From an optimization exercise on the open Yosys and OpenROAD flow, aimed at small area, a short achievable clock period and few clock cycles per item; shortcuts taken in it are not production practice.
The RTL was checked by simulation tests, not by an equivalence proof against the original design.
Power and IR drop assume default switching activity.

==> inputs of v7 <==
## ordered_record_table
module ordered_record_table
#(
  parameter int TABLE_DEPTH = 32
) (
  input  logic         clk,
  input  logic         rst_n,
  input  logic         in_tvalid,
  output logic         in_tready,
  input  logic [119:0] in_tdata,    
  input  logic [2:0]   in_tuser,    
  output logic         out_tvalid,
  input  logic         out_tready,
  output logic [119:0] out_tdata,   
  output logic [2:0]   out_tuser,   
  output logic         out_tlast
);
  localparam int D   = TABLE_DEPTH;
  localparam int AW  = $clog2(TABLE_DEPTH);
  localparam int CW  = $clog2(TABLE_DEPTH + 1);
  localparam int KW  = ort_pkg::KEY_W;
  localparam int RW  = ort_pkg::REC_W;
  localparam int TP  = ort_pkg::TP_LO;
  logic                  cmd_v;
  logic                  a_ins, a_upd, a_del, a_list, a_sud;
  logic [RW-1:0]         cmd_rec;
  logic                  key0_r;
  logic [D-1:0]          hit_r, ge_r, above_r;
  logic [CW-1:0]         used_r;
  logic [AW-1:0]         rank_r [0:D-1];
  logic [D-1:0]          valid_r;
  logic [AW-1:0]         lst_r;
  logic [D-1:0]          ins_slot_r;    
  logic [D-1:0]          lst_slot_r;    
  logic                  empty_r;       
  logic                  list_last_r;   
  logic                  in_tready_r;
  logic                  out_v, skid_v;
  logic [RW-1:0]         out_rec;
  logic [D-1:0]          skid_sel;
  logic [2:0]            out_st, skid_st;
  logic                  out_last, skid_last;
  logic                  cmd_v_n, skid_v_n, a_list_n, a_sud_n;
  logic [D-1:0]          hit_nx, skid_sel_n, rd_sel_n, rd_sel_r;
  logic                  step, empty_n, list_last_n;
  logic [D-1:0]          ins_slot_n, lst_slot_n;
  logic [D-1:0]          r_eq_up1, r_eq_um1, r_eq_0, r_eq_lp1;
  logic [CW-1:0]         used_n;
  logic [AW-1:0]         rank_n [0:D-1];
  logic [D-1:0]          valid_n;
  logic [AW-1:0]         lst_n;
  ...
Settings: LEC_CHECK=0, CAP_MARGIN=20, CORE_MARGIN=2, CORE_UTILIZATION=60, CTS_BUF_LIST=sky130_fd_sc_hd__clkbuf_16, CTS_CLUSTER_DIAMETER=80, CTS_CLUSTER_SIZE=24, SETUP_SLACK_MARGIN=3.9, SLEW_MARGIN=20, SYNTH_HIERARCHICAL=1; clock period 7.0 ns.
run.sh (not shown) runs the stock make flow with config.mk's settings and CLKGATE_MAP_FILE= SYNTH_SCRIPT=/design/flow/synth_recipe.tcl, a recipe that flattens the netlist after the stock synthesis.
==> v22: changes against v7 <==
--- a/flow/design.v
+++ b/flow/design.v
@@ -87,14 +87,15 @@
   localparam int CW  = $clog2(TABLE_DEPTH + 1);
   localparam int KW  = ort_pkg::KEY_W;
   localparam int RW  = ort_pkg::REC_W;
   localparam int TP  = ort_pkg::TP_LO;
   logic                  cmd_v;
-  logic                  a_ins, a_upd, a_del, a_list, a_sud;
+  logic                  a_ins, a_srch, a_upd, a_del, a_list;
   logic [RW-1:0]         cmd_rec;
-  logic                  key0_r;
-  logic [D-1:0]          hit_r, ge_r, above_r;
+  logic [D-1:0]          hit_r, above_r;
+  logic                  ok_r;
+  logic [2:0]            st_r;
   logic [CW-1:0]         used_r;
   logic [AW-1:0]         rank_r [0:D-1];
   logic [D-1:0]          valid_r;
   logic [AW-1:0]         lst_r;
   logic [D-1:0]          ins_slot_r;    
@@ -105,32 +106,31 @@
   logic                  out_v, skid_v;
   logic [RW-1:0]         out_rec;
   logic [D-1:0]          skid_sel;
   logic [2:0]            out_st, skid_st;
   logic                  out_last, skid_last;
-  logic                  cmd_v_n, skid_v_n, a_list_n, a_sud_n;
-  logic [D-1:0]          hit_nx, skid_sel_n, rd_sel_n, rd_sel_r;
-  logic                  step, empty_n, list_last_n;
-  logic [D-1:0]          ins_slot_n, lst_slot_n;
-  logic [D-1:0]          r_eq_up1, r_eq_um1, r_eq_0, r_eq_lp1;
+  logic                  cmd_v_n, skid_v_n, a_list_n;
   logic [CW-1:0]         used_n;
   logic [AW-1:0]         rank_n [0:D-1];
   logic [D-1:0]          valid_n;
   logic [AW-1:0]         lst_n;
   logic [D-1:0]          eq_n, gt_n, eq_b, gt_b, hit_n, rd_sel, new_sel;
-  logic                  byp_eq, byp_gt;
+  logic                  byp_eq, byp_gt, key0_n, found_n, in_order_n, ins_ok_n;
+  logic [2:0]            st_n;
   logic [D-1:0]          we_all, we_tp;
   logic [D*KW-1:0]       keys;
   logic [RW-1:0]         rd_data;
   logic [KW-1:0]         cmd_key;
-  logic                  accept, exec, found, in_order, ins_ok, cmd_ok, do_ins, do_del;
+  logic                  a_sud;
+  logic                  accept, exec, do_ins, do_del;
   logic                  beat, cmd_done, out_load;
   logic [RW-1:0]         out_d;
   logic                  cmd_all, cmd_tpf;
   logic [2:0]            new_st;
   logic                  new_last;
   assign cmd_key = cmd_rec[KW-1:0];
+  assign a_sud   = a_srch || a_upd || a_del;
   assign accept    = in_tvalid && in_tready_r;
   assign exec      = cmd_v && !skid_v;
   assign beat      = exec && (a_ins || a_sud || a_list);
   assign cmd_done  = exec && (!a_list || list_last_r);
   assign out_load  = !out_v || out_tready;
@@ -143,23 +143,33 @@
   );
   assign byp_eq = (cmd_key == in_tdata[KW-1:0]);
   assign byp_gt = (cmd_key > in_tdata[KW-1:0]);
   assign eq_b   = we_all & {D{byp_eq}} | ~we_all & eq_n;
   assign gt_b   = we_all & {D{byp_gt}} | ~we_all & gt_n;
-  assign hit_n    = valid_n & eq_b;
-  assign found    = |hit_r;
-  assign in_order = !(|ge_r);
-  assign ins_ok   = !key0_r && !used_r[CW-1] && in_order;
-  assign cmd_ok   = a_ins ? ins_ok : found;
-  assign do_ins   = exec && a_ins && ins_ok;
-  assign do_del   = exec && a_del && found;
-  assign rd_sel  = rd_sel_r;
-  assign new_sel = a_ins ? (ins_ok ? ins_slot_r : '0) :
+  assign key0_n     = (in_tdata[KW-1:0] == '0);
+  assign hit_n      = valid_n & eq_b;
+  assign found_n    = |hit_n;
+  assign in_order_n = !(|(valid_n & (gt_b | eq_b)));
+  assign ins_ok_n   = !key0_n && !used_n[CW-1] && in_order_n;
+  always_comb begin
+    if (in_tuser == ort_pkg::ACT_INSERT) begin
+      st_n = key0_n       ? ort_pkg::ST_BAD_KEY :
+             used_n[CW-1] ? ort_pkg::ST_FULL :
+             in_order_n   ? ort_pkg::ST_OK : ort_pkg::ST_BAD_KEY;
+    end else begin
+      st_n = found_n ? ort_pkg::ST_OK : ort_pkg::ST_NOT_FOUND;
+    end
+  end
+  assign do_ins = exec && a_ins && ok_r;
+  assign do_del = exec && a_del && ok_r;
+  assign rd_sel = skid_v ? skid_sel :
+                  (a_sud ? hit_r : '0) | ((a_list && !empty_r) ? lst_slot_r : '0);
+  assign new_sel = a_ins ? we_all :
                    a_list ? (empty_r ? '0 : lst_slot_r) : hit_r;
   always_comb begin
     for (int i = 0; i < D; i++) begin
-      we_all[i] = exec && a_ins && !used_r[CW-1] && ins_slot_r[i];
+      we_all[i] = do_ins && ins_slot_r[i];
       we_tp[i]  = we_all[i] || (exec && a_upd && hit_r[i]);
     end
   end
   ort_mem #(.DEPTH(D)) u_mem (
     .clk     (clk),
@@ -170,24 +180,18 @@
     .rd_data (rd_data),
     .keys    (keys)
   );
   assign cmd_all = !skid_v && a_ins;
   assign cmd_tpf = !skid_v && (a_ins || a_upd);
-  assign out_d[TP-1:0]  = cmd_all ? (cmd_ok ? cmd_rec[TP-1:0] : '0) : rd_data[TP-1:0];
-  assign out_d[RW-1:TP] = cmd_tpf ? (cmd_ok ? cmd_rec[RW-1:TP] : '0) : rd_data[RW-1:TP];
+  assign out_d[TP-1:0]  = cmd_all ? (ok_r ? cmd_rec[TP-1:0] : '0) : rd_data[TP-1:0];
+  assign out_d[RW-1:TP] = cmd_tpf ? (ok_r ? cmd_rec[RW-1:TP] : '0) : rd_data[RW-1:TP];
   always_comb begin
-    new_st   = ort_pkg::ST_OK;
+    new_st   = st_r;
     new_last = 1'b1;
-    if (a_ins) begin
-      new_st = key0_r         ? ort_pkg::ST_BAD_KEY :
-               used_r[CW-1]   ? ort_pkg::ST_FULL :
-               in_order       ? ort_pkg::ST_OK : ort_pkg::ST_BAD_KEY;
-    end else if (a_list) begin
+    if (a_list) begin
       new_st   = empty_r ? ort_pkg::ST_EMPTY : ort_pkg::ST_OK;
       new_last = list_last_r;
-    end else begin
-      new_st = found ? ort_pkg::ST_OK : ort_pkg::ST_NOT_FOUND;
     end
   end
   always_comb begin
     used_n  = used_r;
     valid_n = valid_r;
@@ -213,58 +217,16 @@
       end
     end
     if (accept) begin
       cmd_v_n  = 1'b1;
       a_list_n = (in_tuser == ort_pkg::ACT_LIST);
-      a_sud_n  = (in_tuser == ort_pkg::ACT_SEARCH) || (in_tuser == ort_pkg::ACT_UPDATE) ||
-                 (in_tuser == ort_pkg::ACT_DELETE);
-      hit_nx   = hit_n;
     end else begin
       cmd_v_n  = cmd_v && !cmd_done;
       a_list_n = a_list;
-      a_sud_n  = a_sud;
-      hit_nx   = hit_r;
     end
     skid_v_n = !out_load && (skid_v || beat);
   end
-  assign step = exec && a_list;
-  always_comb begin
-    for (int i = 0; i < D; i++) begin
-      r_eq_up1[i] = (rank_r[i] == used_r[AW-1:0] + AW'(1));
-      r_eq_um1[i] = (rank_r[i] == used_r[AW-1:0] - AW'(1));
-      r_eq_0[i]   = (rank_r[i] == '0);
-      r_eq_lp1[i] = (rank_r[i] == lst_r + AW'(1));
-    end
-    if (do_ins) begin
-      ins_slot_n  = r_eq_up1;
-      lst_slot_n  = lst_slot_r;
-      empty_n     = 1'b0;
-      list_last_n = (CW'(lst_r) == used_r);
-    end else if (do_del) begin
-      for (int i = 0; i < D; i++) begin
-        ins_slot_n[i] = hit_r[i] ? used_r[CW-1] : (above_r[i] ? ins_slot_r[i] : r_eq_um1[i]);
-        lst_slot_n[i] = hit_r[i] ? (lst_r == AW'(D - 1)) :
-                        (above_r[i] ? r_eq_lp1[i] : lst_slot_r[i]);
-      end
-      empty_n     = (used_r == CW'(1));
-      list_last_n = (used_r == CW'(1)) || (CW'(lst_r) == used_r - CW'(2));
-    end else if (step) begin
-      ins_slot_n  = ins_slot_r;
-      lst_slot_n  = list_last_r ? r_eq_0 : r_eq_lp1;
-      empty_n     = empty_r;
-      list_last_n = empty_r || (list_last_r ? (used_r == CW'(1)) :
-                                              (CW'(lst_r) + CW'(2) == used_r));
-    end else begin
-      ins_slot_n  = ins_slot_r;
-      lst_slot_n  = lst_slot_r;
-      empty_n     = empty_r;
-      list_last_n = list_last_r;
-    end
-    skid_sel_n = beat ? new_sel : skid_sel;
-    rd_sel_n   = skid_v_n ? skid_sel_n :
-                 (a_sud_n ? hit_nx : '0) | ((a_list_n && !empty_n) ? lst_slot_n : '0);
-  end
   always_ff @(posedge clk) begin
     if (!rst_n) begin
       cmd_v       <= 1'b0;
       used_r      <= '0;
       lst_r       <= '0;
@@ -280,33 +242,33 @@
     end else begin
       cmd_v       <= cmd_v_n;
       used_r      <= used_n;
       lst_r       <= lst_n;
       valid_r     <= valid_n;
-      empty_r     <= empty_n;
-      list_last_r <= list_last_n;
-      in_tready_r <= !cmd_v_n || (!skid_v_n && (!a_list_n || list_last_n));
-      ins_slot_r  <= ins_slot_n;
-      lst_slot_r  <= lst_slot_n;
+      empty_r     <= (used_n == '0);
+      list_last_r <= (used_n == '0) || (CW'(lst_n) == used_n - CW'(1));
+      in_tready_r <= !cmd_v_n || (!skid_v_n && (!a_list_n ||
+                     (used_n == '0) || (CW'(lst_n) == used_n - CW'(1))));
       for (int i = 0; i < D; i++) begin
-        rank_r[i] <= rank_n[i];
+        rank_r[i]     <= rank_n[i];
+        ins_slot_r[i] <= (rank_n[i] == used_n[AW-1:0]);
+        lst_slot_r[i] <= (rank_n[i] == lst_n);
       end
     end
   end
   always_ff @(posedge clk) begin
     if (accept) begin
       a_ins   <= (in_tuser == ort_pkg::ACT_INSERT);
+      a_srch  <= (in_tuser == ort_pkg::ACT_SEARCH);
       a_upd   <= (in_tuser == ort_pkg::ACT_UPDATE);
       a_del   <= (in_tuser == ort_pkg::ACT_DELETE);
-      a_sud   <= (in_tuser == ort_pkg::ACT_SEARCH) || (in_tuser == ort_pkg::ACT_UPDATE) ||
-                 (in_tuser == ort_pkg::ACT_DELETE);
       a_list  <= (in_tuser == ort_pkg::ACT_LIST);
       cmd_rec <= in_tdata;
-      key0_r  <= (in_tdata[KW-1:0] == '0);
       hit_r   <= hit_n;
-      ge_r    <= valid_n & (gt_b | eq_b);
       above_r <= ~valid_n | gt_b;
+      ok_r    <= (in_tuser == ort_pkg::ACT_INSERT) ? ins_ok_n : found_n;
+      st_r    <= st_n;
     end
   end
   always_ff @(posedge clk) begin
     if (!rst_n) begin
       out_v  <= 1'b0;
@@ -317,17 +279,10 @@
       end
       skid_v <= skid_v_n;
     end
   end
   always_ff @(posedge clk) begin
-    if (!rst_n) begin
-      rd_sel_r <= '0;
-    end else begin
-      rd_sel_r <= rd_sel_n;
-    end
-  end
-  always_ff @(posedge clk) begin
     if (out_load) begin
       out_rec  <= out_d;
       out_st   <= skid_v ? skid_st   : new_st;
       out_last <= skid_v ? skid_last : new_last;
     end
==> flow/config.mk (replaced) <==
export PLATFORM = sky130hd
export DESIGN_NAME = ordered_record_table
export DESIGN_NICKNAME = ordered_record_table
export VERILOG_FILES = /design/flow/design.v
export SDC_FILE = /design/flow/constraint.sdc
export NUM_CORES = 4
export LEC_CHECK = 0
export ABC_CLOCK_PERIOD_IN_PS = 3600
export CAP_MARGIN = 20
export CORE_MARGIN = 2
export CORE_UTILIZATION = 40
export SETUP_SLACK_MARGIN = 3.4
export SLEW_MARGIN = 20
==> v17: changes against v7 <==
--- a/flow/config.mk
+++ b/flow/config.mk
@@ -5,12 +5,12 @@
 export SDC_FILE = /design/flow/constraint.sdc
 export NUM_CORES = 4
 export LEC_CHECK = 0
 export CAP_MARGIN = 20
 export CORE_MARGIN = 2
-export CORE_UTILIZATION = 60
+export CORE_UTILIZATION = 55
 export CTS_BUF_LIST = sky130_fd_sc_hd__clkbuf_16
 export CTS_CLUSTER_DIAMETER = 80
 export CTS_CLUSTER_SIZE = 24
-export SETUP_SLACK_MARGIN = 3.9
+export SETUP_SLACK_MARGIN = 3.6
 export SLEW_MARGIN = 20
 export SYNTH_HIERARCHICAL = 1
==> qor summary <==
DIE AREA: v22 449,000 um2; v17 356,000 um2; v7 326,000 um2
Antenna violations before repair: v22 40; v17 21; v7 20
Inverters, non-clock: v22 168; v17 177; v7 178
Num sequential: v22 4,465; v17 4,527; v7 4,527
IR drop worst, VDD: v22 0.246 mV; v17 0.227 mV; v7 0.248 mV
Number of cells on the worst hold path: v22 2; v17 1; v7 1
Combinational-cell power consumption: v22 3.98 mW; v17 1.62 mW; v7 1.72 mW
Gp weighted congestion: v22 1.03; v17 0.955; v7 0.953
Number of enable flip-flop cells after synthesis: v22 4,191; v17 4,156; v7 4,156
Status: v22 complete, no violations; v17 complete, but fails checks; v7 complete, no violations
Reasons for failing layout checks: v22 -; v17 max-slew violations; v7 -
Share of synthesized cell area in and, or, nand and nor gates: v22 5.88%; v17 7.79%; v7 7.79%
Amount of wire on met3 after detailed routing: v22 96,900 um; v17 75,700 um; v7 81,100 um
Arrival time worst endpoint: v22 4630 ps; v17 4190 ps; v7 3900 ps
Testbench counts of v7, summed over its fixed seeds: cycles 16,253, items 6,400.
Testbench counts of v22, summed over its fixed seeds: cycles 16,253, items 6,400.
Testbench counts of v17, summed over its fixed seeds: cycles 16,253, items 6,400.

-- port drivers added, routing unchanged --
The flow's constraints put no driver on any port. The routed layouts listed below were extracted and timed again, unchanged, in two steps.
Step 1: set_driving_cell puts a clkbuf_16 on clk and a buf_2 on each other input, an assumption about the parent block.
Step 2 also shifts input and output timing later by t, the mid clock arrival at the registers, as if the neighbouring blocks saw the same clock.
a / b / c = ideal / step 1 / step 2; a / b = the first two.
| run | shift t [ns] | setup WS [ns] | hold WS [ns] | latest minus earliest clock arrival (ns) |
|---|---|---|---|---|
| v7 | 1.070 | 3.787 / 3.736 / 2.851 | 0.514 / 0.514 / 0.514 | 0.068 / 0.068 |
| v22 | 1.120 | 3.121 / 3.179 / 2.060 | 0.517 / 0.517 / 0.517 | 0.088 / 0.087 |
| v17 | 1.111 | 3.403 / 3.403 / 2.648 | 0.493 / 0.493 / 0.493 | 0.072 / 0.071 |
The setup slack of v22, which loses most, moves by +0.058 ns with the drivers and by -1.061 ns with both steps.
